Context: an optimization exercise on an open-source flow, tuned for small area, a short achievable clock period and few clock cycles. The choices shown serve that exercise and are no tape-out recipe.
At most, simulation tests tie the RTL to the original design; equivalence was not proved.
The RTL of runs 4 and 5 was laid out without a check of its function.
No activity file was given, so power comes from the tool's default toggle rates.

[design/flow/design.v]
`timescale 1ns/1ps
module slab_alloc_top (
    input  logic                    clk,
    input  logic                    rst,
    input  logic [15:0]             req_size,
    input  logic                    req_valid,
    output logic                    req_ready,
    output logic [32-1:0] malloc_pointer,
    output logic                    malloc_failed,
    output logic                    malloc_valid,
    input  logic                    malloc_ready,
    input  logic [32-1:0] free_pointer,
    input  logic [15:0]             free_size,
    input  logic                    free_valid,
    output logic                    free_ready,
    output logic                    error_overflow
);
    function automatic logic [4:1] size_class(input logic [15:0] s);
        logic nz;
        logic [4:1] le;      
        nz = s != 16'd0;
        le[1] = s[15:7] == 9'd0 && !(s[6] && s[5:0] != 6'd0);
        le[2] = s[15:8] == 8'd0 && !(s[7] && s[6:0] != 7'd0);
        le[3] = s[15:9] == 7'd0 && !(s[8] && s[7:0] != 8'd0);
        le[4] = s[15:10] == 6'd0 && !(s[9] && s[8:0] != 9'd0);
        size_class[1] = nz && le[1];
        size_class[2] = le[2] && !le[1];
        size_class[3] = le[3] && !le[2];
        size_class[4] = le[4] && !le[3];
    endfunction
    logic [4:1] acls;
    logic [4:1] fcls;
    logic       acc_alloc;
    logic       acc_free;
    assign acls = size_class(req_size);
    assign fcls = size_class(free_size);
    assign acc_alloc = req_valid;
    assign acc_free = free_valid;
    assign req_ready = 1'b1;
    assign free_ready = 1'b1;
    logic [3:0] pg;
    logic       pg_avail;
    assign pg_avail = pg != 4'd10;
    logic [4:1] wr;
    logic [4:1] pop;
    logic [4:1] bg_set;
    logic       pg_take;
    logic [7:0] wr_data;
    logic [8:0] effm [1:4];      
    logic [7:0] remd [1:4];      
    logic [4:1] ok;              
    logic [4:1] full;            
    logic [4:1] ne;              
    logic [4:1] a_push;          
    logic [4:1] a_page;          
    logic [8:0] ptr_q;
    logic [8:0] ptr_next;
    logic [7:0] rem_next;
    always_comb begin
        ptr_next = '0;
        rem_next = '0;
        for (int k = 1; k <= 4; k++) begin
            ptr_next = ptr_next | (acls[k] ? effm[k] : 9'd0);
            rem_next = rem_next | (acls[k] ? remd[k] : 8'd0);
        end
    end
    always_ff @(posedge clk) begin
        if (rst) begin
            malloc_valid <= 1'b0;
            malloc_failed <= 1'b0;
            wr <= '0;
            pop <= '0;
            bg_set <= '0;
            pg_take <= 1'b0;
            error_overflow <= 1'b0;
        end else begin
            if (acc_alloc) begin
                malloc_valid <= 1'b1;
                malloc_failed <= (acls & ok) == '0;
            end else if (malloc_ready) begin
                malloc_valid <= 1'b0;
            end
            if (acc_alloc) begin
                wr <= acls & a_push;
                pop <= acls & ne;
                bg_set <= acls & a_push;
                pg_take <= (acls & a_page) != '0;
            end else begin
                wr <= acc_free ? (fcls & ~full) : 4'd0;
                pop <= '0;
                bg_set <= '0;
                pg_take <= 1'b0;
            end
            error_overflow <= acc_free && (fcls & full) != '0;
        end
    end
    always_ff @(posedge clk) begin
        if (acc_alloc)
            ptr_q <= ptr_next;
        wr_data <= acc_free ? free_pointer[13:6] : rem_next;
    end
    assign malloc_pointer = {17'd0, ptr_q, 6'd0};
    always_ff @(posedge clk) begin
        if (rst)
            pg <= 4'd2;
        else if (pg_take)
            pg <= pg + 1'b1;
    end
    function automatic logic [3:0] inc15(input logic [3:0] x);
        inc15 = x == 4'd14 ? 4'd0 : x + 1'b1;
    endfunction
    for (genvar k = 1; k <= 4; k++) begin : g_cls
        localparam int W = 9 - k;
        localparam int OW = 6 - k;
        logic [W-1:0] mem [15];
        logic [W-1:0] head_q;
        logic [3:0]   rd;
        logic [3:0]   wt;
        logic [4:0]   cnt;       
        logic         empty;     
        logic         one;       
        logic         bg_h;
        logic         bg_m;
        logic [3:0]   bg_s;
        logic         hasrem;
        logic [7:0]   a8;
        logic [7:0]   r8;
        logic [W-1:0] wr_k;
        logic         to_ring;
        logic         head_ld;
        logic         head_wr;
        logic [7:0]   h_a8;
        logic [7:0]   h_r8;
        logic [7:0]   w_a8;
        logic [7:0]   p_a8;
        logic [7:0]   p_r8;
        assign wr_k = wr_data[7:k-1];
        assign h_a8 = 8'({head_q, {(k-1){1'b0}}});
        assign h_r8 = 8'({head_q[W-1:OW], head_q[OW-1:0] + 1'b1, {(k-1){1'b0}}});
        assign w_a8 = 8'({wr_k, {(k-1){1'b0}}});
        assign p_a8 = {pg[2:0], 5'd0};
        assign p_r8 = 8'({pg[2:0], {(OW-1){1'b0}}, 1'b1, {(k-1){1'b0}}});
        assign ne[k] = !empty || wr[k];
        assign full[k] = wr[k] ? cnt == 5'd15 : cnt[4];
        assign a8 = !empty ? h_a8 : wr[k] ? w_a8 : p_a8;
        assign r8 = !empty ? h_r8 : p_r8;
        assign ok[k] = ne[k] || pg_avail;
        assign effm[k] = ok[k] ? {a8[7:6] == 2'b00, a8} : 9'd0;
        assign remd[k] = r8;
        assign hasrem = head_q[OW-1:0] != {OW{1'b1}};
        assign a_push[k] = ne[k] ? (bg_h && hasrem) : pg_avail;
        assign a_page[k] = !ne[k] && pg_avail;
        assign head_wr = empty || one;
        assign to_ring = wr[k] && !empty && !(one && pop[k]);
        assign head_ld = pop[k] || (wr[k] && empty);
        always_ff @(posedge clk) begin
            if (to_ring)
                mem[wt] <= wr_k;
        end
        always_ff @(posedge clk) begin
            if (head_ld)
                head_q <= head_wr ? wr_k : mem[rd];
        end
        always_ff @(posedge clk) begin
            if (rst) begin
                rd <= '0;
                wt <= '0;
                cnt <= '0;
                empty <= 1'b1;
                one <= 1'b0;
                bg_h <= 1'b0;
                bg_m <= 1'b0;
            end else begin
                if (to_ring)
                    wt <= inc15(wt);
                if (pop[k] && !head_wr)
                    rd <= inc15(rd);
                if (wr[k] && !pop[k]) begin
                    cnt <= cnt + 1'b1;
                    empty <= 1'b0;
                    one <= empty;
                end else if (pop[k] && !wr[k]) begin
                    cnt <= cnt - 1'b1;
                    empty <= one;
                    one <= cnt == 5'd2;
                end
                if (head_ld)
                    bg_h <= head_wr ? bg_set[k] : (bg_m && bg_s == rd);
                if (to_ring && bg_set[k]) begin
                    bg_m <= 1'b1;
                    bg_s <= wt;
                end else if (head_ld && !head_wr && bg_s == rd) begin
                    bg_m <= 1'b0;
                end
            end
        end
    end
endmodule
[design/flow/run.sh]
#!/bin/bash
# synth_recipe.tcl (not shown) runs the flow's synth.tcl, then flattens the netlist and writes it again
# the make line also repeats each setting of config.mk as NAME=value (left out here)
make -C /OpenROAD-flow-scripts/flow DESIGN_CONFIG=/design/flow/config.mk WORK_HOME=/design/flow/orfs CLKGATE_MAP_FILE= SYNTH_SCRIPT=/design/flow/synth_recipe.tcl finish
[design/flow/config.mk]
export PLATFORM = sky130hd
export DESIGN_NAME = slab_alloc_top
export DESIGN_NICKNAME = slab_alloc_top
export VERILOG_FILES = /design/flow/design.v
export SDC_FILE = /design/flow/constraint.sdc
export NUM_CORES = 4
export LEC_CHECK = 0
export CAP_MARGIN = 20
export CORE_MARGIN = 2
export CORE_UTILIZATION = 55
export CTS_BUF_LIST = sky130_fd_sc_hd__clkbuf_8
export CTS_CLUSTER_DIAMETER = 50
export CTS_CLUSTER_SIZE = 20
export PLACE_DENSITY = 0.7
export SETUP_SLACK_MARGIN = 3.4
export SLEW_MARGIN = 20
[design/flow/constraint.sdc]
create_clock -name core_clock -period 6.0 [get_ports {clk}]
set_input_delay 1.2000 -clock core_clock [delete_from_list [all_inputs] [get_ports {clk}]]
set_output_delay 1.2000 -clock core_clock [all_outputs]
set_load 0.01 [all_outputs]
==> qor.txt, run 1 <==
Max-cap check violation count - 0
Clk Latency, worst-skew pair - 650 ps
Max clock buf depth - 3
WP data required - 6580 ps
Worst path bufs/invs - 2
CP peak stage delay - 540 ps
Post-synth top flop - edfxtp_1
Async SR Flop Fraction - 0%
Row cnt - 75
Cell mode on critical path - buf_6
Nets@finish - 1737
Initial Utilization - 55.77%
TNS Setup - 0 ps
Synth cell types - 63
Ys Warns - 3
CTS Hold Bufs - 0
I/O pin count - 106
CTS clk-pin slew, worst paths - 110 ps
Global-route wire length before repair - 75210 microns
Inserted Diodes - 0
Slew Limit Fails - 0
Iteration-0 DRC count of the detailed router - 1117
Largest net degree at the start of global routing - 69
Worst setup SP type - primary input
CTS Root Cell - clkbuf_8
Outcome - finished clean
TritonCTS clock tree - built
Hold WC Path Type - reg2reg
Antenna violation net count after detailed routing - 0
Clock Sink Count - 553
Max Clock Freq - 0.3708 GHz
Maximum vdd drop - 172.5 uV
Cell family with most CP delay - simple AND/OR/NAND/NOR gates
Final setup fails - 0
Power per Cell Area - 255.8 nW/um^2
Yosys reg bits - 553
CP max stage cell - or4_4
I/O Buffers - 56
DRC - 0
Die area - 44300 sq um
Grt ovf - 0
Share of cells above drive strength 1 - 19.93%
Post-Route WL - 48850 microns
Tot Pwr - 6.603 mW
CTS Buf Count - 46
Wire length per cell - 22.05 microns
Clock Skews - 29.14 ps
Slew margin rel. - 30.58%
Worst slew pin tran - 1033 ps
Total GRT Usage - 22.46%
Synth Instances - 1586
Ranking of synthesized cells by area - edfxtp_1, mux4_2, dfxtp_1, mux2i_1, nor2_1
Initial antenna violation count - 0
Final period util - 44.95%
Worst EP arrival - 3280 ps
Via density - 6.046
Sequential-to-total area share from yosys stat - 66.04%
Unrepaired setup endpoints after global routing - true
Chip width - 210.5 microns
Most frequent cell after synthesis - edfxtp_1
Core Util, Final - 61.41%
Leak pwr - 8.247 nW
TritonRoute pass-1 iters - 5
Area growth, synth to finish - 10.11%
Synthesized area per cell - 14.78 sq um
Final min period - 2697 ps
Crit-path max FO - 5
Vias after detailed routing - 13391
Post-synth EDFFs - 441
Dpl hpwl - 30980 microns
Synthesized cell area - 23450 sq um
Critical path endpoint category - flop
Post-synth top cells - edfxtp_1, nor2_1, dfxtp_1
Post-synth top area share - 56.48%
GPL Wtd Cong - 0.8760
Area leader, netlist - edfxtp_1
CP Class - in2reg
Htree depth - 2
Hold Violations, Final - 0
Die height - 210.5 microns
Core ar. - 42040 sq um
Vias in the first global route - 12957
Worst path cell trace - buf_6 -> or4_4 -> o311a_4 -> o21ai_4 -> buf_6 -> nor2_4 -> or4_1 -> o21ai_1
[power by group]
group | switching (mW) | total, mW | internal [mW]
Sequential | 0.0205 | 4.16 | 4.14
Combinational | 0.102 | 0.152 | 0.0496
Clock | 1.37 | 2.29 | 0.917
Total | 1.49 | 6.60 | 5.11
[cell families after synthesis]
group | Yosys count | share of synthesized area, %
adders and majority gates | 28 | 1.622
buffers and inverters | 131 | 2.567
muxes | 182 | 13.46
and+or+nand+nor | 408 | 8.394
other | 2 | 0.03203
AOI/OAI and AO/OA | 244 | 6.463
xor gates and xnor gates | 38 | 1.420
DFF | 553 | 66.04
[routing by layer]
layer	track usage, %	vias to the layer above	routed length (microns)
met3	4.708	81	3222
li1	-	6168	-
met2	35.61	426	23310
met1	32.02	6716	21150
met5	0	-	0
met4	6.071	0	1171
[worst paths after layout]
| check | start | to | slack [ps] | cells past startpoint |
|---|---|---|---|---|
| worst max-delay path | req_size[2] | malloc_failed | 3300 | 8 |
| worst min-delay path | g_cls[2].bg_m | g_cls[2].bg_h | 490 | 2 |
| worst max register to register | wr[1] | g_cls[1].mem[14][4] | 3500 | 4 |
| worst min register to register | g_cls[2].bg_m | g_cls[2].bg_h | 490 | 2 |
[cells in the final DEF, fill, tap and decap left out, types with 14 or more instances in the layout]
cell | synthesis | routed
edfxtp_1 | 441 | 441
nor2_1 | 134 | 116
mux4_2 | 104 | 104
dfxtp_1 | 112 | 97
nand2_1 | 99 | 96
a21oi_1 | 80 | 78
o21ai_0 | 67 | 65
mux2i_1 | 52 | 52
clkbuf_8 | 0 | 48
clkdlybuf4s50_1 | 0 | 30
inv_1 | 25 | 28
xor2_1 | 28 | 28
mux2_2 | 26 | 26
nor3_1 | 36 | 25
conb_1 | 2 | 25
buf_4 | 26 | 25
ha_1 | 24 | 24
nand3_1 | 21 | 19
nor2b_1 | 19 | 19
a31oi_1 | 18 | 18
a311oi_1 | 15 | 14
[repair_timing]
| item | CTS | global route |
|---|---|---|
| setup buffers | 11 | 5 |
| resized for setup | 81 | 30 |
| pin swaps | 18 | 17 |
| endpoints found under the setup margin | 203 | 164 |
[final cells by class]
type / count / area [sq um]
well taps: 539 / 674.4
fillers: 3154 / 16220
clock buffers: 48 / 660.6
repair buffers: 88 / 798.3
flip-flops and latches: 553 / 15510
clock inverters: 36 / 354.1
multi-input cells: 925 / 7724
inverters: 26 / 97.59
[stage by stage]
step	cells	instance area [sq um]	hold slack, ps	setup WS [ps]
final	2215	25820	492.8	3303
after global routing	2215	25820	519.7	3268
after CTS	2210	25690	497.4	3278
after detailed placement	2115	24480	475.5	1996
after global placement	2115	24480	466.4	2050
after floorplan	1609	23640	406.4	3046
[sequential cells by signal, indices dropped and copies added (netlist names), 4 cells and up, named ones only]
| name | flops |
|---|---|
| g_cls.one | 4 |
| g_cls.rd | 16 |
| g_cls.empty | 4 |
| g_cls.mem | 390 |
| pop | 4 |
| g_cls.bg_m | 4 |
| ptr_q | 9 |
| bg_set | 4 |
| g_cls.bg_h | 4 |
| wr | 4 |
| g_cls.wt | 16 |
| g_cls.bg_s | 16 |
| g_cls.head_q | 26 |
| g_cls.cnt | 20 |
| wr_data | 8 |
| pg | 4 |
[worst min-delay path, delay by kind of cell (launching register included)]
kind / cells / cell delay [ps]
compound gates: 1 / 80
simple gates: 1 / 60
flops: 1 / 320
Testbench counts, summed over its fixed seeds: cycles 7,452.
==> inputs of run 2 (changes only) <==
--- a/design/flow/design.v
+++ b/design/flow/design.v
@@ -47,7 +47,6 @@
     logic       pg_take;
     logic [7:0] wr_data;
     logic [8:0] effm [1:4];      
-    logic [7:0] remd [1:4];      
     logic [4:1] ok;              
     logic [4:1] full;            
     logic [4:1] ne;              
@@ -55,14 +54,10 @@
     logic [4:1] a_page;          
     logic [8:0] ptr_q;
     logic [8:0] ptr_next;
-    logic [7:0] rem_next;
     always_comb begin
         ptr_next = '0;
-        rem_next = '0;
-        for (int k = 1; k <= 4; k++) begin
+        for (int k = 1; k <= 4; k++)
             ptr_next = ptr_next | (acls[k] ? effm[k] : 9'd0);
-            rem_next = rem_next | (acls[k] ? remd[k] : 8'd0);
-        end
     end
     always_ff @(posedge clk) begin
         if (rst) begin
@@ -97,7 +92,7 @@
     always_ff @(posedge clk) begin
         if (acc_alloc)
             ptr_q <= ptr_next;
-        wr_data <= acc_free ? free_pointer[13:6] : rem_next;
+        wr_data <= free_pointer[13:6];
     end
     assign malloc_pointer = {17'd0, ptr_q, 6'd0};
     always_ff @(posedge clk) begin
@@ -124,29 +119,26 @@
         logic [3:0]   bg_s;
         logic         hasrem;
         logic [7:0]   a8;
-        logic [7:0]   r8;
         logic [W-1:0] wr_k;
         logic         to_ring;
         logic         head_ld;
         logic         head_wr;
         logic [7:0]   h_a8;
-        logic [7:0]   h_r8;
         logic [7:0]   w_a8;
         logic [7:0]   p_a8;
-        logic [7:0]   p_r8;
+        logic [W-1:0] rest;      
+        logic [W-1:0] wd;
         assign wr_k = wr_data[7:k-1];
+        assign rest = {ptr_q[7:5], ptr_q[4:k-1] + 1'b1};
+        assign wd = bg_set[k] ? rest : wr_k;
         assign h_a8 = 8'({head_q, {(k-1){1'b0}}});
-        assign h_r8 = 8'({head_q[W-1:OW], head_q[OW-1:0] + 1'b1, {(k-1){1'b0}}});
         assign w_a8 = 8'({wr_k, {(k-1){1'b0}}});
         assign p_a8 = {pg[2:0], 5'd0};
-        assign p_r8 = 8'({pg[2:0], {(OW-1){1'b0}}, 1'b1, {(k-1){1'b0}}});
         assign ne[k] = !empty || wr[k];
         assign full[k] = wr[k] ? cnt == 5'd15 : cnt[4];
         assign a8 = !empty ? h_a8 : wr[k] ? w_a8 : p_a8;
-        assign r8 = !empty ? h_r8 : p_r8;
         assign ok[k] = ne[k] || pg_avail;
         assign effm[k] = ok[k] ? {a8[7:6] == 2'b00, a8} : 9'd0;
-        assign remd[k] = r8;
         assign hasrem = head_q[OW-1:0] != {OW{1'b1}};
         assign a_push[k] = ne[k] ? (bg_h && hasrem) : pg_avail;
         assign a_page[k] = !ne[k] && pg_avail;
@@ -155,11 +147,11 @@
         assign head_ld = pop[k] || (wr[k] && empty);
         always_ff @(posedge clk) begin
             if (to_ring)
-                mem[wt] <= wr_k;
+                mem[wt] <= wd;
         end
         always_ff @(posedge clk) begin
             if (head_ld)
-                head_q <= head_wr ? wr_k : mem[rd];
+                head_q <= head_wr ? wd : mem[rd];
         end
         always_ff @(posedge clk) begin
             if (rst) begin
--- a/design/flow/config.mk
+++ b/design/flow/config.mk
@@ -12,5 +12,5 @@
 export CTS_CLUSTER_DIAMETER = 50
 export CTS_CLUSTER_SIZE = 20
 export PLACE_DENSITY = 0.7
-export SETUP_SLACK_MARGIN = 3.4
+export SETUP_SLACK_MARGIN = 3.5
 export SLEW_MARGIN = 20
==> run 2 against run 1 <==
  * Still clean
  * Routed wire length increased by 1.8%
  * Critical path depth decreased by 2
  * Flip-flop and latch count did not move
  * Power increased by 0.87%
  * Count of clock-buffer cells in the layout unchanged
  * Combinational power is 7% higher
  * Largest power group unchanged
==> qor.txt, run 2 <==
CTS Hold Bufs - 0 (unchanged)
Leak pwr - 8.187 nW (-0.72%)
R2R setup slack - 3610 ps (+110 ps)
Iteration-0 DRC count of the detailed router - 1188 (+6.4%)
Clock Skews - 37.87 ps (+8.726 ps)
TritonCTS clock tree - built
Post-route insts no fill - 2240 (+1.1%)
Synthesized cell area - 23490 sq um (+0.20%)
Compound-cell area share of the yosys netlist - 6.971% (+0.51 points)
CTS Root Cell - clkbuf_8
Die height - 210.7 microns (about the same)
Crit-path max FO - 4 (-1)
Post-Route WL - 49750 microns (+1.8%)
Post-synth top area share - 56.37% (-0.11 points)
Min-delay src - g_cls[4].bg_m
Clk Latency, worst-skew pair - 670 ps (+20 ps)
Post-synth EDFFs - 441 (unchanged)
GPL Wtd Cong - 0.8726 (-0.39%)
Portion of netlist area occupied by mux cells - 13.16% (-0.30 points)
Dpl hpwl - 32540 microns (+5.0%)
Chip width - 210.7 microns (about the same)
Vias after detailed routing - 13633 (+1.8%)
Maximum vdd drop - 215.2 uV (+25%)
Hold path endpoint - g_cls[4].bg_m
Slew Limit Fails - 0 (unchanged)
Max Clock Freq - 0.3748 GHz (+1.1%)
Fillers - 3145 (-0.29%)
Xor/xnor share of the synthesized area - 1.566% (+0.15 points)
Worst EP arrival - 3160 ps (-120 ps)
Die area - 44390 sq um (+0.20%)
Most frequent cell after synthesis - edfxtp_1
Global-route wire length before repair - 77560 microns (+3.1%)
Cell mode on critical path - or4_4
Area of the multi-input gates - 7810 sq um (+1.1%)
Worst path bufs/invs - 1 (-1)
Simple-gate area share of the yosys netlist - 8.154% (-0.24 points)
TNS Setup - 0 ps (unchanged)
Async SR Flop Fraction - 0% (unchanged)
Largest register by flop count - g_cls.mem
Final min period - 2668 ps (-29.09 ps)
Ranking of synthesized cells by area - edfxtp_1, dfxtp_1, mux4_2, mux2i_1, nor2_1
Slew margin rel. - 28.92% (-1.7 points)
Vias in the first global route - 13515 (+4.3%)
Power per Cell Area - 255.2 nW/um^2 (-0.21%)
Post-synth top flop - edfxtp_1
Synth cell types - 67 (+6.3%)
Final period util - 44.47% (-0.48 points)
Initial antenna violation count - 0 (unchanged)
WP data required - 6500 ps (-80 ps)
Top Registers - g_cls.mem (390), g_cls.head_q (26), g_cls.cnt (20)
Final setup fails - 0 (unchanged)
Max reg flops - 390 (unchanged)
Placed Instances - 2138 (+1.1%)
Critical path endpoint category - flop
Hold WC Path Type - reg2reg
I/O Buffers - 56 (unchanged)
Synthesized area per cell - 14.63 sq um (-1.0%)
I/O pin count - 106 (unchanged)
Cell family with most CP delay - simple AND/OR/NAND/NOR gates
Commonest non-fill, non-tap cell in the layout - edfxtp_1
TritonRoute pass-1 iters - 5 (unchanged)
Clock Sink Count - 553 (unchanged)
Worst hold stages - 1 (-1)
CTS clk-pin slew, worst paths - 100 ps (about the same)
Post-synth top cells - edfxtp_1, nor2_1, dfxtp_1
Via density - 6.086 (+0.67%)
CP max stage cell - or4_4
CTS Buf Count - 45 (-2.2%)
Synth Instances - 1606 (+1.3%)
Worst setup SP type - primary input
Commonest non-fill, non-tap cells in the layout - edfxtp_1, nor2_1, dfxtp_1
Core ar. - 42040 sq um (unchanged)
Unrepaired setup endpoints after global routing - true
Main combinational cell family by area after synthesis - multiplexers
Antenna violation net count after detailed routing - 0 (unchanged)
Max clock buf depth - 3 (unchanged)
Yosys reg bits - 553 (unchanged)
Max-cap check violation count - 0 (unchanged)
Share of cells above drive strength 1 - 21.69% (+1.8 points)
Post-synthesis adder-cell area fraction - 1.459% (-0.16 points)
CP peak stage delay - 550 ps (about the same)
Htree depth - 2 (unchanged)
Area leader, netlist - edfxtp_1
Wire length per cell - 22.21 microns (+0.71%)
Total GRT Usage - 23.13% (+0.67 points)
Worst R2R Path Depth - 4 (unchanged)
Largest net degree at the start of global routing - 41 (-41%)
Reg2Reg Capture Point - g_cls[1].head_q[3]
DRC - 0 (unchanged)
Initial Utilization - 55.88% (+0.11 points)
Sequential-to-total area share from yosys stat - 65.91% (-0.13 points)
Grt ovf - 0 (unchanged)
CP Class - in2reg
Inserted Diodes - 0 (unchanged)
Tot Pwr - 6.660 mW (+0.87%)
Hold Violations, Final - 0 (unchanged)
Nets@finish - 1758 (+1.2%)
Worst slew pin tran - 1062 ps (+28.81 ps)
Seq. cell area - 15510 sq um (about the same)
Ys Warns - 2 (-1)
Outcome - finished clean
Worst path cell trace - buf_8 -> or4_4 -> o31a_1 -> or4_4 -> or3_1 -> o211ai_1
Area growth, synth to finish - 11.08%
Row cnt - 75 (unchanged)
-- run 2: changes by cell type in the layout (fill, tap and decap cells not counted), moves of 11 or more --
cell      change
buf_4        +13
xnor2_1      +24
o211ai_1     +11
nor3b_1      -12
nor2_1       -12
xor2_1       -20
-- run 2: area by class of cell --
| class | count | area share [%] |
|---|---|---|
| Inverter | 30 | 0.4315 |
| Clock buffer | 48 | 2.531 |
| Multi-Input combinational cell | 934 | 29.93 |
| Tap cell | 539 | 2.584 |
| Sequential cell | 553 | 59.42 |
| Clock inverter | 36 | 1.577 |
| Timing Repair Buffer | 100 | 3.533 |
-- run 2: kinds of logic (layout without fill, tap and decap cells) --
logic type,after synthesis,after routing
compound gates,261,261
fa+ha+maj,25,25
buf+inv,142,214
simple gates,396,396
mux,185,185
xor+xnor,42,42
flops,553,553
other cells,2,25
-- run 2: worst max path at each step --
| stage | from | end | cells past startpoint |
|---|---|---|---|
| 6_report | req_size[2] | ptr_q[6] | 6 |
| 4_1_cts | ptr_q[4] | malloc_pointer[10] | 1 |
| 5_1_grt | req_size[2] | ptr_q[6] | 6 |
| 3_3_place_gp | req_size[1] | ptr_q[3] | 6 |
| 2_1_floorplan | req_size[1] | ptr_q[6] | 6 |
| 3_5_place_dp | req_size[1] | ptr_q[3] | 6 |
-- run 2: timing repair --
item / in CTS / in global routing
gates resized for setup: 131 / 35
setup endpoints to repair: 220 / 207
pin swaps: 11 / 5
cloned: 1 / 0
setup buffers: 15 / 2
-- run 2: metal layers --
metal	global-route usage [%]	wire length, microns	vias to the layer above
li1	-	-	6269
met1	33.02	21180	6819
met2	37.51	24190	472
met3	3.851	3382	73
met4	5.901	995	0
met5	0	0	-
-- run 2: metrics by stage --
stage	utilization [%]	worst slack, ps	hold slack [ps]	cell area (sq um)
after floorplan	-	2911	406.4	23670
after global placement	58.38	2252	470.0	24540
after detailed placement	58.40	2202	475.3	24550
after CTS	61.74	3251	498.0	25960
after global routing	62.08	3349	522.7	26100
final	62.08	3332	498.4	26100
-- run 2: power by group --
part	internal (mW)	total [mW]	switching [mW]
Combinational	0.0565	0.163	0.106
Sequential	4.13	4.14	0.0138
Clock	0.965	2.36	1.39
Testbench counts of run 2, summed over its fixed seeds: cycles 7,452.
==> inputs of run 3 (changes only) <==
--- a/design/flow/config.mk
+++ b/design/flow/config.mk
@@ -7,10 +7,9 @@
 export LEC_CHECK = 0
 export CAP_MARGIN = 20
 export CORE_MARGIN = 2
-export CORE_UTILIZATION = 55
+export CORE_UTILIZATION = 40
 export CTS_BUF_LIST = sky130_fd_sc_hd__clkbuf_8
 export CTS_CLUSTER_DIAMETER = 50
 export CTS_CLUSTER_SIZE = 20
-export PLACE_DENSITY = 0.7
 export SETUP_SLACK_MARGIN = 3.5
 export SLEW_MARGIN = 20
==> run 3 against run 2 <==
  * Still clean
  * Worst setup slack improved by 57 ps
  * Critical path depth down 5
  * Global-route usage fell by 5.6 points
  * Register-to-register slack about the same
  * First-iteration DRC count down 11%
  * Synthesized area unchanged
==> qor.txt, run 3 <==
Max Clock Freq - 0.3829 GHz (+2.2%)
Dpl cell area - 24870 sq um (+1.3%)
DRC - 0 (unchanged)
Critical path endpoint category - primary output
I/O Buffers - 56 (unchanged)
Max-cap check violation count - 0 (unchanged)
Final min period - 2611 ps (-56.72 ps)
Post-synthesis adder-cell area fraction - 1.459% (unchanged)
Largest net degree at the start of global routing - 41 (unchanged)
Cell family with most CP delay - flip-flops
TritonCTS clock tree - built
CTS Buf Count - 49 (+8.9%)
Power per Cell Area - 254.1 nW/um^2 (-0.43%)
Post-synth top area share - 56.37% (unchanged)
Die area - 60690 sq um (+37%)
Total GRT Usage - 17.49% (-5.6 points)
Combinational power share - 2.5% (about the same)
Chip width - 246.4 microns (+17%)
Sequential-to-total area share from yosys stat - 65.91% (unchanged)
Core ar. - 57920 sq um (+38%)
Initial Utilization - 40.57% (-15 points)
Nets@finish - 1767 (+0.51%)
TNS Setup - 0 ps (unchanged)
Slew margin rel. - 29.26% (+0.33 points)
Worst slew pin tran - 1041 ps (-21.68 ps)
CTS Hold Bufs - 0 (unchanged)
Clock power frac - 35.9% (+0.5 points)
Clock Sink Count - 553 (unchanged)
Grt ovf - 0 (unchanged)
TritonRoute pass-1 iters - 5 (unchanged)
Most frequent cell after synthesis - edfxtp_1
Global-route wire length before repair - 80880 microns (+4.3%)
Synth Instances - 1606 (unchanged)
Async SR Flop Fraction - 0% (unchanged)
GPL Wtd Cong - 0.8120 (-6.9%)
Commonest non-fill, non-tap cells in the layout - edfxtp_1, nor2_1, dfxtp_1
Post-Route WL - 52430 microns (+5.4%)
Slew Limit Fails - 0 (unchanged)
Maximum vdd drop - 192.2 uV (-11%)
I/O pin count - 106 (unchanged)
Area growth, synth to finish - 12.69%
Vias after detailed routing - 13614 (-0.14%)
Initial antenna violation count - 4 (+4)
CTS clk-pin slew, worst paths - 110 ps (about the same)
Xor/xnor share of the synthesized area - 1.566% (unchanged)
Leak pwr - 8.281 nW (+1.1%)
Antenna violation net count after detailed routing - 0 (unchanged)
Crit-path max FO - 2 (-2)
Area leader, netlist - edfxtp_1
Max clock buf depth - 3 (unchanged)
Unrepaired setup endpoints after global routing - true
Core Util, Final - 45.71% (-16 points)
Dpl hpwl - 34080 microns (+4.7%)
Outcome - finished clean
Clock Skews - 28.85 ps (-9.011 ps)
Via density - 5.494 (-9.7%)
Top Registers - g_cls.mem (390), g_cls.head_q (26), g_cls.cnt (20)
Hold WC Path Type - reg2reg
Internal power contribution - 5.162 mW (+0.21%)
Vias in the first global route - 13505 (-0.074%)
Portion of netlist area occupied by mux cells - 13.16% (unchanged)
Worst path bufs/invs - 1 (unchanged)
Post-synth top flop - edfxtp_1
Ys Warns - 2 (unchanged)
Switching share of power - 23.28% (+0.61 points)
Max reg flops - 390 (unchanged)
Post-synth EDFFs - 441 (unchanged)
Worst path cell trace - buf_2
Synth cell types - 67 (unchanged)
DP Worst Slack - 2163 ps (-38.87 ps)
Net switching power - 1.566 mW (+3.7%)
CTS Root Cell - clkbuf_8
Wire length per cell - 21.16 microns (-4.7%)
Yosys reg bits - 553 (unchanged)
Main combinational cell family by area after synthesis - multiplexers
Htree depth - 2 (unchanged)
Worst setup SP type - flop
Post-synth top cells - edfxtp_1, nor2_1, dfxtp_1
WP data required - 4800 ps (-1700 ps)
Row cnt - 88 (+17%)
Compound-cell area share of the yosys netlist - 6.971% (unchanged)
CP Class - reg2out
Part of the power in registers - 61.6% (-0.6 points)
Share of cells above drive strength 1 - 22.37% (+0.68 points)
CP max stage cell - edfxtp_1
Post-route setup slack - 3389 ps (+56.72 ps)
Simple-gate area share of the yosys netlist - 8.154% (unchanged)
Ranking of synthesized cells by area - edfxtp_1, dfxtp_1, mux4_2, mux2i_1, nor2_1
Clk Latency, worst-skew pair - 680 ps (about the same)
Worst EP arrival - 1410 ps (-1750 ps)
Commonest non-fill, non-tap cell in the layout - edfxtp_1
Hold Violations, Final - 0 (unchanged)
Synthesized area per cell - 14.63 sq um (unchanged)
Iteration-0 DRC count of the detailed router - 1060 (-11%)
Die height - 246.4 microns (+17%)
Post-layout instance area - 26470 sq um (+1.4%)
Largest register by flop count - g_cls.mem
CP peak stage delay - 540 ps (about the same)
Synthesized cell area - 23490 sq um (unchanged)
Final period util - 43.52% (-0.95 points)
Final setup fails - 0 (unchanged)
==> run 3: area by class of cell <==
type / count / area (sq um)
Timing Repair Buffer: 105 / 962.2
Multi-Input combinational cell: 934 / 7831
Antenna cell: 1 / 2.502
Inverter: 30 / 116.4
Clock buffer: 51 / 701.9
Fill cell: 5094 / 31440
Tap cell: 765 / 957.2
Clock inverter: 39 / 399.1
Sequential cell: 553 / 15500
==> run 3: worst paths after layout <==
path              depth (start not counted)          start  slack, ps                  to
setup / recovery                          1       ptr_q[6]       3390  malloc_pointer[12]
hold / removal                            1  g_cls[4].bg_m        510       g_cls[4].bg_m
hold reg to reg                           1  g_cls[4].bg_m        510       g_cls[4].bg_m
setup reg to reg                          4           flop       3600  g_cls[1].head_q[3]
==> run 3: per-layer routing <==
metal  vias to the layer above  GRT usage (%)  wire [microns]
met4                         4          4.943            1267
met3                        76          3.355            3059
met2                       362          27.50           24470
met5                         -              0              21
met1                      6884          24.78           23620
li1                       6288              -               -
==> run 3: power groups by stage <==
stage                     sequential (mW)  combinational [mW]  clock, mW
after global placement               4.23               0.154          0
final                                4.14               0.166       2.42
after floorplan                      4.22              0.0800          0
after CTS                            4.14               0.167       2.48
after detailed placement             4.23               0.158          0
after global routing                 4.14               0.181       2.63
==> run 3: timing repair <==
| item | CTS | global route |
|---|---|---|
| hold endpoints to repair | 0 | 0 |
| resized for setup | 134 | 42 |
| buffers inserted | 18 | 3 |
| endpoints found under the setup margin | 219 | 193 |
| cloned | 1 | 0 |
| pin swaps | 15 | 15 |
==> run 3: cells by family (layout without fill, tap and decap cells) <==
family | after synthesis | count (layout)
flip-flops | 553 | 553
AND/OR/NAND/NOR | 396 | 396
AO/OA/AOI/OAI | 261 | 261
multiplexers | 185 | 185
buffers and inverters | 142 | 225
XOR/XNOR | 42 | 42
adder cells (fa/ha/maj) | 25 | 25
other | 2 | 26
==> run 3: stage by stage <==
stage	total power, mW	std cells	hold slack, ps
floorplan	4.305	1629	406.4
global placement	4.388	2364	471.8
detailed placement	4.392	2364	488.8
CTS	6.796	2473	506.7
global route	6.960	2478	522.5
finish	6.728	2478	505.8
==> inputs of run 4 (changes only) <==
--- a/design/flow/design.v
+++ b/design/flow/design.v
@@ -129,7 +129,8 @@
         logic [W-1:0] rest;      
         logic [W-1:0] wd;
         assign wr_k = wr_data[7:k-1];
-        assign rest = {ptr_q[7:5], ptr_q[4:k-1] + 1'b1};
+        assign rest = empty ? W'({pg[2:0], {(OW-1){1'b0}}, 1'b1})
+                            : {head_q[W-1:OW], head_q[OW-1:0] + 1'b1};
         assign wd = bg_set[k] ? rest : wr_k;
         assign h_a8 = 8'({head_q, {(k-1){1'b0}}});
         assign w_a8 = 8'({wr_k, {(k-1){1'b0}}});
==> run 4 against run 3 <==
  * Largest cell class unchanged
  * First-iteration DRC count grew 23%
  * Largest power group unchanged
  * Via count grew 0.70%
  * Critical endpoint is now ptr_q[8]
  * Sequential power is essentially flat
  * Flip-flop and latch count is the same
  * Final area grew 1.6%
==> qor.txt, run 4 <==
Most frequent cell after synthesis - edfxtp_1
Worst EP arrival - 3170 ps (+1760 ps)
Largest register by flop count - g_cls.mem
Commonest non-fill, non-tap cells in the layout - edfxtp_1, nor2_1, mux4_2
Fillers - 5179 (+1.7%)
Area leader, netlist - edfxtp_1
I/O Buffers - 56 (unchanged)
Crit-path max FO - 3 (+1)
Maximum vdd drop - 168.3 uV (-12%)
Synthesized cell area - 23690 sq um (+0.81%)
Final setup fails - 0 (unchanged)
Top Registers - g_cls.mem (390), g_cls.head_q (26), g_cls.cnt (20)
TritonRoute pass-1 iters - 5 (unchanged)
Max clock buf depth - 3 (unchanged)
Largest net degree at the start of global routing - 52 (+27%)
Min-delay src - malloc_failed
Via density - 5.466 (-0.51%)
Iteration-0 DRC count of the detailed router - 1305 (+23%)
CP peak stage delay - 590 ps (+50 ps)
Synth cell types - 72 (+7.5%)
Worst setup SP type - primary input
CP max stage cell - or4_4
Worst path cell trace - buf_6 -> or4_4 -> or4_4 -> a221o_1 -> buf_6 -> o221ai_4
Critical path endpoint category - flop
GPL Wtd Cong - 0.8464 (+4.2%)
Post-synth top area share - 55.91% (-0.46 points)
Grt ovf - 0 (unchanged)
Async SR Flop Fraction - 0% (unchanged)
Worst path bufs/invs - 2 (+1)
Unrepaired setup endpoints after global routing - true
Worst R2R Path Depth - 7 (+3)
Sequential-to-total area share from yosys stat - 65.38% (-0.53 points)
Max Clock Freq - 0.3685 GHz (-3.8%)
Total GRT Usage - 17.10% (-0.38 points)
DRC - 0 (unchanged)
CTS clk-pin slew, worst paths - 100 ps (about the same)
Hold Violations, Final - 0 (unchanged)
WL met2 - 23690 microns (-3.2%)
Antenna violation net count after detailed routing - 0 (unchanged)
Reg2Reg Capture Point - ptr_q[5]
Die area - 61170 sq um (+0.80%)
Post-synth top flop - edfxtp_1
Clk Latency, worst-skew pair - 680 ps (about the same)
WP data required - 6460 ps (+1660 ps)
I/O pin count - 106 (unchanged)
Nets@finish - 1791 (+1.4%)
R2R setup slack - 3530 ps (-70 ps)
Wire length per cell - 20.63 microns (-2.5%)
WL met3 - 3448 microns (+13%)
Global-route wire length before repair - 79540 microns (-1.7%)
Power per Cell Area - 255.0 nW/um^2 (+0.34%)
Worst slew pin tran - 1106 ps (+64.98 ps)
Ranking of synthesized cells by area - edfxtp_1, mux4_2, dfxtp_1, mux2i_1, nor2_1
Initial antenna violation count - 2 (-2)
Ys Warns - 2 (unchanged)
Share of cells above drive strength 1 - 24.74% (+2.4 points)
Hold WC Path Type - reg2reg
Final min period - 2713 ps (+102.1 ps)
Area growth, synth to finish - 13.62%
TritonCTS clock tree - built
TNS Setup - 0 ps (unchanged)
Max layer used - met4
Seq. cell area - 15510 sq um (about the same)
Clock Sink Count - 553 (unchanged)
Post-synth top cells - edfxtp_1, nor2_1, dfxtp_1
Worst hold stages - 2 (+1)
Post-synth EDFFs - 441 (unchanged)
Commonest non-fill, non-tap cell in the layout - edfxtp_1
Initial Utilization - 40.28% (-0.28 points)
Slew margin rel. - 25.69% (-3.6 points)
Clock Skews - 67.45 ps (+38.60 ps)
Area of the multi-input gates - 8098 sq um (+3.4%)
CTS Buf Count - 49 (unchanged)
Vias in the first global route - 13281 (-1.7%)
CP Class - in2reg
Max-cap check violation count - 0 (unchanged)
Core ar. - 58800 sq um (+1.5%)
CTS Root Cell - clkbuf_8
Yosys reg bits - 553 (unchanged)
Htree depth - 2 (unchanged)
RR Startpoint - pg[0]
Dpl hpwl - 34730 microns (+1.9%)
Cell family with most CP delay - simple AND/OR/NAND/NOR gates
Synth Instances - 1623 (+1.1%)
Outcome - finished clean
Slew Limit Fails - 0 (unchanged)
Leak pwr - 8.555 nW (+3.3%)
Wire length on met1 - 23360 microns (-1.1%)
Post-Route WL - 51750 microns (-1.3%)
Core Util, Final - 45.77% (+0.058 points)
Vias after detailed routing - 13709 (+0.70%)
Chip width - 247.3 microns (+0.40%)
Final period util - 45.22% (+1.7 points)
Hold path endpoint - malloc_failed
Row cnt - 89 (+1.1%)
Die height - 247.3 microns (+0.40%)
Synthesized area per cell - 14.59 sq um (-0.24%)
Max reg flops - 390 (unchanged)
-- run 4: cell types whose count changed after synthesis, moves of 6 or more --
cell	delta
o211ai_1	-8
a21oi_1	+7
inv_1	+11
clkbuf_1	+6
nor3_1	-6
nor2b_1	+6
mux2i_1	-7
mux4_2	+8
-- run 4: cell families after synthesis --
family	synth area share, %
DFF	65.38
and+or+nand+nor	8.104
AOI/OAI and AO/OA	6.952
muxes	13.47
buffers and inverters	3.016
xor gates and xnor gates	1.442
adders and majority gates	1.606
other	0.03171
-- run 4: how the worst max path moves through the flow --
stage                           start             endpoint  slack, ps  cells after the start
after detailed placement  req_size[1]             ptr_q[6]       2130                      6
after global placement    req_size[1]             ptr_q[6]       2160                      6
after CTS                       wr[3]  g_cls[3].mem[11][3]       3270                      4
after floorplan           req_size[1]             ptr_q[7]       2910                      6
final                     req_size[2]             ptr_q[8]       3290                      6
after global routing      req_size[2]             ptr_q[8]       3300                      6
-- run 4: final cells by class --
type	instances	share of cell area (%)
inverters	41	0.5719
diodes	1	0.009299
flip-flops and latches	553	57.63
clock buffers	51	2.608
well taps	773	3.594
clock inverters	40	1.878
multi-input cells	936	30.09
repair buffers	113	3.613
-- run 4: routing by layer --
metal,vias to the layer above,GRT usage (%)
li1,6335,-
met1,6907,24.66
met2,397,26.22
met3,70,3.590
met4,0,4.949
met5,-,0
-- run 4: per-stage QoR --
| stage | std cells | total power, mW | worst slack, ps | cell area [sq um] | hold WS, ps |
|---|---|---|---|---|---|
| 6_report | 2508 | 6.862 | 3287 | 26910 | 463.9 |
| 4_1_cts | 2502 | 6.948 | 3275 | 26650 | 480.5 |
| 3_5_place_dp | 2390 | 4.387 | 2135 | 25050 | 466.3 |
| 5_1_grt | 2508 | 7.106 | 3296 | 26910 | 488.7 |
| 3_3_place_gp | 2389 | 4.380 | 2162 | 25030 | 468.9 |
| 2_1_floorplan | 1646 | 4.302 | 2914 | 23830 | 406.4 |
-- run 4: worst register-to-register path: stages, from the launching register on --
cell      delay, ps
dfxtp_1         590
inv_1           220
ha_1            250
and3b_2         270
a2111o_1        380
a21o_2          270
a211o_1         270
nand3_2          90
-- run 4: power by group --
part           leakage (nW)  total [mW]  switching (mW)  internal, mW
Combinational          3.06       0.161           0.107        0.0539
Sequential             4.90        4.14          0.0127          4.13
Clock                 0.600        2.56            1.42          1.14
-- run 4: timing repair --
| action | 4_1_cts | 5_1_grt |
|---|---|---|
| pin swaps | 30 | 20 |
| buffers inserted | 21 | 5 |
| hold endpoints to repair | 0 | 0 |
| resized for setup | 157 | 66 |
| hold buffers | 0 | 0 |
| endpoints found under the setup margin | 253 | 195 |
==> inputs of run 5 (changes only) <==
--- a/design/flow/config.mk
+++ b/design/flow/config.mk
@@ -7,9 +7,10 @@
 export LEC_CHECK = 0
 export CAP_MARGIN = 20
 export CORE_MARGIN = 2
-export CORE_UTILIZATION = 40
+export CORE_UTILIZATION = 55
 export CTS_BUF_LIST = sky130_fd_sc_hd__clkbuf_8
 export CTS_CLUSTER_DIAMETER = 50
 export CTS_CLUSTER_SIZE = 20
+export PLACE_DENSITY = 0.7
 export SETUP_SLACK_MARGIN = 3.5
 export SLEW_MARGIN = 20
==> run 5 against run 4 <==
  * Die area shrank 27%
  * Flip-flop and latch count is the same
  * Cell count is 10% lower
  * Critical endpoint is now ptr_q[7]
  * Non-clock buffer count down 19
  * Register-to-register slack improved by 60 ps
==> qor.txt, run 5 <==
Commonest non-fill, non-tap cells in the layout - edfxtp_1, nor2_1, mux4_2
Wire length per cell - 22.40 microns (+8.5%)
CTS Buf Count - 46 (-6.1%)
Clock power frac - 36.7% (-0.6 points)
GRT met3 Usage - 3.264% (-0.33 points)
CTS Root Cell - clkbuf_8
CP max stage cell - or4_4
Maximum vdd drop - 232.9 uV (+38%)
Max-cap check violation count - 0 (unchanged)
Critical path endpoint category - flop
Part of the power in registers - 61.1% (+0.7 points)
Area leader, netlist - edfxtp_1
Busiest layer in global routing - met2
TritonCTS clock tree - built
Worst path cell trace - buf_6 -> or4_4 -> buf_6 -> or4_4 -> a221o_1 -> o22a_2 -> o221ai_2
Commonest non-fill, non-tap cell in the layout - edfxtp_1
Tot Pwr - 6.781 mW (-1.2%)
TritonRoute pass-1 iters - 6 (+1)
Clock Skews - 36.04 ps (-31.41 ps)
Synthesized area per cell - 14.59 sq um (unchanged)
Core ar. - 42790 sq um (-27%)
Grt ovf - 0 (unchanged)
I/O Buffers - 56 (unchanged)
Post-synth top flop - edfxtp_1
Post-synth top area share - 55.91% (unchanged)
Post-synth EDFFs - 441 (unchanged)
Yosys reg bits - 553 (unchanged)
Internal power contribution - 5.302 mW (-0.40%)
CP Class - in2reg
Initial Utilization - 55.35% (+15 points)
Inserted Diodes - 0 (-1)
Worst EP arrival - 3140 ps (-30 ps)
Iteration-0 DRC count of the detailed router - 1253 (-4.0%)
Chip width - 211.5 microns (-14%)
Synth Instances - 1623 (unchanged)
Top Registers - g_cls.mem (390), g_cls.head_q (26), g_cls.cnt (20)
TNS Setup - 0 ps (unchanged)
CTS clk-pin slew, worst paths - 100 ps (about the same)
Final period util - 44.13% (-1.1 points)
Dpl hpwl - 33650 microns (-3.1%)
Nets@finish - 1769 (-1.2%)
Max Clock Freq - 0.3777 GHz (+2.5%)
Htree depth - 2 (unchanged)
Max reg flops - 390 (unchanged)
Synthesized cell area - 23690 sq um (unchanged)
Clk Latency, worst-skew pair - 670 ps (about the same)
Unrepaired setup endpoints after global routing - true
Initial antenna violation count - 3 (+1)
Global-route wire length before repair - 77470 microns (-2.6%)
Sequential-to-total area share from yosys stat - 65.38% (unchanged)
Vias in the first global route - 13321 (+0.30%)
Most frequent cell after synthesis - edfxtp_1
Via density - 6.111 (+12%)
Combinational power share - 2.3% (about the same)
Worst slew pin tran - 1041 ps (-64.47 ps)
DRC - 0 (unchanged)
Ranking of synthesized cells by area - edfxtp_1, mux4_2, dfxtp_1, mux2i_1, nor2_1
Crit-path max FO - 4 (+1)
Die area - 44740 sq um (-27%)
Max clock buf depth - 3 (unchanged)
Post-Route WL - 50520 microns (-2.4%)
Leak pwr - 8.339 nW (-2.5%)
Row cnt - 76 (-15%)
Hold WC Path Type - reg2reg
M2 GR Usage - 36.72% (+11 points)
Area growth, synth to finish - 10.90%
Outcome - finished clean
Clock Sink Count - 553 (unchanged)
Slew Limit Fails - 0 (unchanged)
Async SR Flop Fraction - 0% (unchanged)
Worst setup SP type - primary input
Hold Violations, Final - 0 (unchanged)
Die height - 211.5 microns (-14%)
Final setup fails - 0 (unchanged)
Largest net degree at the start of global routing - 66 (+27%)
Net switching power - 1.480 mW (-3.8%)
Largest register by flop count - g_cls.mem
GPL Wtd Cong - 0.8381 (-0.98%)
CTS Hold Bufs - 0 (unchanged)
WP data required - 6500 ps (+40 ps)
CP peak stage delay - 560 ps (-30 ps)
Vias after detailed routing - 13787 (+0.57%)
Synth cell types - 72 (unchanged)
Post-synth top cells - edfxtp_1, nor2_1, dfxtp_1
Antenna violation net count after detailed routing - 0 (unchanged)
GR met1 Demand/Resource - 32.77% (+8.1 points)
Final min period - 2648 ps (-65.56 ps)
Ys Warns - 2 (unchanged)
Switching share of power - 21.82% (-0.60 points)
Share of cells above drive strength 1 - 22.87% (-1.9 points)
Slew margin rel. - 30.34% (+4.7 points)
I/O pin count - 106 (unchanged)
Total GRT Usage - 22.88% (+5.8 points)
Power per Cell Area - 258.2 nW/um^2 (+1.2%)
[run 5: cell counts after synthesis]
Identical to the previous run, type by type.
[run 5: what timing repair did]
action,in CTS,in global routing
pin swaps,19,14
gates resized for setup,141,39
endpoints found under the setup margin,275,294
buffers inserted,11,4
[run 5: power groups by stage]
stage	combinational [mW]	sequential, mW	clock (mW)
6_report	0.155	4.14	2.49
4_1_cts	0.152	4.14	2.55
3_5_place_dp	0.153	4.23	0
5_1_grt	0.168	4.14	2.68
3_3_place_gp	0.146	4.23	0
2_1_floorplan	0.0781	4.22	0
[run 5: layout make-up]
cell class                      instances  area (sq um)
Fill cell                            3220         16520
Tap cell                              546         683.2
Inverter                               41         153.9
Clock inverter                         35         449.2
Timing Repair Buffer                   94         789.5
Sequential cell                       553         15510
Multi-Input combinational cell        936          7984
Clock buffer                           51         701.9
[run 5: kinds of logic after synthesis]
family                     synth area share (%)
DFF                                       65.38
adders and majority gates                 1.606
and+or+nand+nor                           8.104
AOI/OAI and AO/OA                         6.952
buffers and inverters                     3.016
other                                   0.03171
xor gates and xnor gates                  1.442
muxes                                     13.47
[run 5: worst paths after layout]
| path | slack [ps] | depth (start not counted) | from | endpoint |
|---|---|---|---|---|
| max | 3350 | 7 | req_size[13] | ptr_q[7] |
| min | 470 | 2 | malloc_failed | malloc_failed |
| max reg2reg | 3590 | 4 | flop | g_cls[1].head_q[7] |
| min reg2reg | 470 | 2 | malloc_failed | malloc_failed |
[run 5: critical path: cells and delay by family]
kind                   cells  cell delay, ps
buffers and inverters      2             230
AND/OR/NAND/NOR            2            1110
AO/OA/AOI/OAI              3             600
[run 5: metal layers]
metal | up-vias | part of all wire (%)
li1 | 6301 | -
met1 | 6975 | 44
met2 | 412 | 47
met3 | 95 | 5.8
met4 | 4 | 2.7
met5 | - | 0.049
[run 5: metrics by stage]
step	util, %	instances	cell area (sq um)	hold WS, ps	setup slack [ps]
after floorplan	-	1646	23830	406.4	2914
after global routing	61.39	2256	26270	495.9	3339
after CTS	60.92	2252	26070	473.6	3395
after detailed placement	57.71	2155	24700	474.6	2332
final	61.39	2256	26270	471.5	3352
after global placement	57.67	2154	24680	467.5	2350
==> inputs of run 6 (changes only) <==
--- a/design/flow/design.v
+++ b/design/flow/design.v
@@ -129,8 +129,7 @@
         logic [W-1:0] rest;      
         logic [W-1:0] wd;
         assign wr_k = wr_data[7:k-1];
-        assign rest = empty ? W'({pg[2:0], {(OW-1){1'b0}}, 1'b1})
-                            : {head_q[W-1:OW], head_q[OW-1:0] + 1'b1};
+        assign rest = {ptr_q[7:5], ptr_q[4:k-1] + 1'b1};
         assign wd = bg_set[k] ? rest : wr_k;
         assign h_a8 = 8'({head_q, {(k-1){1'b0}}});
         assign w_a8 = 8'({wr_k, {(k-1){1'b0}}});
==> design/flow/config.mk (replaced) <==
export PLATFORM = sky130hd
export DESIGN_NAME = slab_alloc_top
export DESIGN_NICKNAME = slab_alloc_top
export VERILOG_FILES = /design/flow/design.v
export SDC_FILE = /design/flow/constraint.sdc
export NUM_CORES = 4
export LEC_CHECK = 0
export CAP_MARGIN = 20
export CORE_MARGIN = 2
export CORE_UTILIZATION = 40
export CTS_BUF_LIST = sky130_fd_sc_hd__clkbuf_4 sky130_fd_sc_hd__clkbuf_8
export CTS_CLUSTER_DIAMETER = 40
export CTS_CLUSTER_SIZE = 14
export SETUP_SLACK_MARGIN = 3.5
export SLEW_MARGIN = 20
==> run 6 against run 5 <==
  * Register-to-register slack about the same
  * Non-clock buffer count increased by 9
  * Global-route usage shrank 5.1 points
  * Synthesized cell count down 1.0%
  * Sequential power hardly changed
  * Core utilization fell by 15 points
  * Sequential share of layout area fell by 1.9 points
==> qor.txt, run 6 <==
Initial antenna violation count - 3 (unchanged)
Main combinational cell family by area after synthesis - multiplexers
WP data required - 4800 ps (-1700 ps)
Cell family with most CP delay - flip-flops
Worst EP arrival - 1440 ps (-1700 ps)
Global-route wire length before repair - 81790 microns (+5.6%)
Total GRT Usage - 17.78% (-5.1 points)
Crit-path max FO - 2 (-2)
Hold WC Path Type - reg2reg
Ys Warns - 2 (unchanged)
Synth cell types - 67 (-6.9%)
Max Clock Freq - 0.3788 GHz (+0.31%)
Vias in the first global route - 13754 (+3.3%)
WHS - 498.1 ps (+26.61 ps)
CTS clk-pin slew, worst paths - 80 ps (-20 ps)
Clock Skews - 30.90 ps (-5.140 ps)
CTS Root Cell - clkbuf_8
Post-Route WL - 52990 microns (+4.9%)
Post-synth top flop - edfxtp_1
Worst slew pin tran - 1039 ps (-2.393 ps)
CTS Hold Bufs - 0 (unchanged)
Largest register by flop count - g_cls.mem
Clk Latency, worst-skew pair - 650 ps (-20 ps)
Max clock buf depth - 3 (unchanged)
Ranking of synthesized cells by area - edfxtp_1, dfxtp_1, mux4_2, mux2i_1, nor2_1
Reg2Reg Capture Point - g_cls[2].head_q[3]
Initial Utilization - 40.57% (-15 points)
Unrepaired setup endpoints after global routing - true
Outcome - finished clean
Min-delay src - malloc_failed
Portion of netlist area occupied by mux cells - 13.16% (-0.31 points)
Slew Limit Fails - 0 (unchanged)
Top Registers - g_cls.mem (390), g_cls.head_q (26), g_cls.cnt (20)
Commonest non-fill, non-tap cell in the layout - edfxtp_1
Chip width - 246.4 microns (+16%)
CP max stage cell - edfxtp_1
Simple-gate area share of the yosys netlist - 8.154% (+0.050 points)
Area leader, netlist - edfxtp_1
Worst path bufs/invs - 1 (-1)
Die area - 60690 sq um (+36%)
Dpl cell area - 24870 sq um (+0.68%)
Yosys reg bits - 553 (unchanged)
Row cnt - 88 (+16%)
CP peak stage delay - 510 ps (-50 ps)
Final period util - 44.00% (-0.14 points)
Max reg flops - 390 (unchanged)
Die height - 246.4 microns (+16%)
Leak pwr - 8.606 nW (+3.2%)
Xor/xnor share of the synthesized area - 1.566% (+0.12 points)
Final min period - 2640 ps (-8.130 ps)
DRC - 0 (unchanged)
Clock Sink Count - 553 (unchanged)
Worst R2R Path Depth - 4 (unchanged)
GPL Wtd Cong - 0.8120 (-3.1%)
Commonest non-fill, non-tap cells in the layout - edfxtp_1, dfxtp_1, nor2_1
Antenna violation net count after detailed routing - 0 (unchanged)
I/O Buffers - 56 (unchanged)
CP Class - reg2out
Power per Cell Area - 282.6 nW/um^2 (+9.5%)
Async SR Flop Fraction - 0% (unchanged)
Area growth, synth to finish - 15.45%
R2R setup slack - 3590 ps (about the same)
TNS Setup - 0 ps (unchanged)
Synth Instances - 1606 (-1.0%)
Most frequent cell after synthesis - edfxtp_1
Compound-cell area share of the yosys netlist - 6.971% (+0.019 points)
Iteration-0 DRC count of the detailed router - 1077 (-14%)
Core Util, Final - 46.83% (-15 points)
Worst hold stages - 1 (-1)
Critical path endpoint category - primary output
Sequential-to-total area share from yosys stat - 65.91% (+0.53 points)
Via density - 5.482 (-10%)
Grt ovf - 0 (unchanged)
Dpl hpwl - 34080 microns (+1.3%)
Post-synth top area share - 56.37% (+0.46 points)
Nets@finish - 1791 (+1.2%)
Synthesized cell area - 23490 sq um (-0.81%)
Final setup fails - 0 (unchanged)
Largest net degree at the start of global routing - 41 (-38%)
Worst path cell trace - clkdlybuf4s15_1
Core ar. - 57920 sq um (+35%)
Wire length per cell - 21.00 microns (-6.2%)
Maximum vdd drop - 196.5 uV (-16%)
I/O pin count - 106 (unchanged)
Post-synth top cells - edfxtp_1, nor2_1, dfxtp_1
Hold Violations, Final - 0 (unchanged)
Worst Setup SP - ptr_q[3]
Fillers - 5051 (+57%)
Htree depth - 3 (+1)
Slew margin rel. - 29.39% (-0.95 points)
Max-cap check violation count - 0 (unchanged)
Hold path endpoint - malloc_failed
Synthesized area per cell - 14.63 sq um (+0.24%)
Share of cells above drive strength 1 - 24.18% (+1.3 points)
CTS Buf Count - 75 (+63%)
Post-synth EDFFs - 441 (unchanged)
TritonRoute pass-1 iters - 5 (-1)
Post-synthesis adder-cell area fraction - 1.459% (-0.15 points)
Post-layout instance area - 27120 sq um (+3.3%)
TritonCTS clock tree - built
Worst setup SP type - flop
Vias after detailed routing - 13836 (+0.36%)
==> run 6: cell types whose count changed after synthesis, moves of 5 or more <==
cell / delta
mux4_2: -8
clkbuf_1: -6
o211ai_1: +8
buf_2: +5
nor3_1: +6
inv_1: -11
mux2i_1: +7
nor2b_1: -6
a21oi_1: -7
==> run 6: logic make-up (layout without fill, tap and decap cells) <==
kind of cell    after synthesis  in the layout
compound gates              261            261
simple gates                396            396
fa+ha+maj                    25             25
mux                         185            185
other cells                   2             26
flops                       553            553
xor+xnor                     42             42
buf+inv                     142            271
==> run 6: stage by stage <==
stage               worst slack, ps  total power, mW  std cells
detailed placement             2163            4.392       2364
floorplan                      2911            4.305       1629
global placement               2169            4.388       2364
CTS                            3256            7.754       2521
finish                         3360            7.666       2524
global route                   3296            7.928       2524
==> run 6: per-layer routing <==
layer / share of wire [%] / up-vias / GRT usage [%]
li1: - / 6355 / -
met1: 46 / 6992 / 25.01
met2: 46 / 392 / 27.54
met3: 5.5 / 95 / 3.660
met4: 2.7 / 2 / 5.953
met5: 0.013 / - / 0
==> run 6: worst max path at each step <==
stage	to	slack, ps	cells after the start
CTS	malloc_pointer[9]	3260	1
global placement	ptr_q[3]	2170	6
global route	malloc_pointer[9]	3300	1
finish	malloc_pointer[9]	3360	1
floorplan	ptr_q[6]	2910	6
detailed placement	ptr_q[3]	2160	6
==> run 6: power breakdown <==
part           switching (mW)  internal [mW]  leakage, nW
Clock                    1.52           1.83        0.901
Combinational           0.111         0.0563         2.82
Sequential             0.0147           4.13         4.88
==> run 6: cell type report <==
type                       instances  area [sq um]  share of cell area, %
multi-input combinational        934          7802                  28.77
timing repair buffer             103         962.2                  3.547
sequential                       553         15500                  57.16
clock inverter                    44         558.0                  2.057
tap                              765         957.2                  3.529
inverter                          30         112.6                 0.4152
antenna                            1         2.502               0.009226
clock buffer                      94          1225                  4.516
==> run 6: timing repair <==
action	in CTS	in global routing
pin swaps	14	15
endpoints found under the hold margin	0	0
endpoints found under the setup margin	240	187
cloned	1	0
setup buffers	18	1
gates resized for setup	136	31
Testbench counts of run 6, summed over its fixed seeds: cycles 7,452.

==> what the ideal ports hide <==
The results above use ideal ports. As a check the final layouts listed here were re-extracted and re-timed, cells and wires unchanged.
Step 1: set_driving_cell puts a clkbuf_16 on clk and a buf_2 on each other input, an assumption about the parent block.
Step 2, shift: input delay + t, output delay - t, t = (earliest + latest rising clock arrival at the registers) / 2. This alone moves slack from input paths to output paths.
Slacks: ideal / step 1 / step 2; pairs: ideal / step 1.
run	t, ns	slack for setup (ns)	worst setup path after step 2	cell pins on the clock port's net
run 1	0.685	3.303 / 3.318 / 2.633	input to register	1
run 2	0.699	3.332 / 3.334 / 2.635	input to register	1
run 3	0.718	3.389 / 3.333 / 2.765	input to register	1
run 4	0.704	3.287 / 3.313 / 2.609	input to register	1
run 5	0.696	3.352 / 3.367 / 2.672	input to register	1
run 6	0.687	3.360 / 3.308 / 2.772	input to register	1
After both steps every run listed still meets setup and hold. For run 2, which loses most, drivers alone change the setup slack by +0.002 ns; drivers and shift together by -0.697 ns.
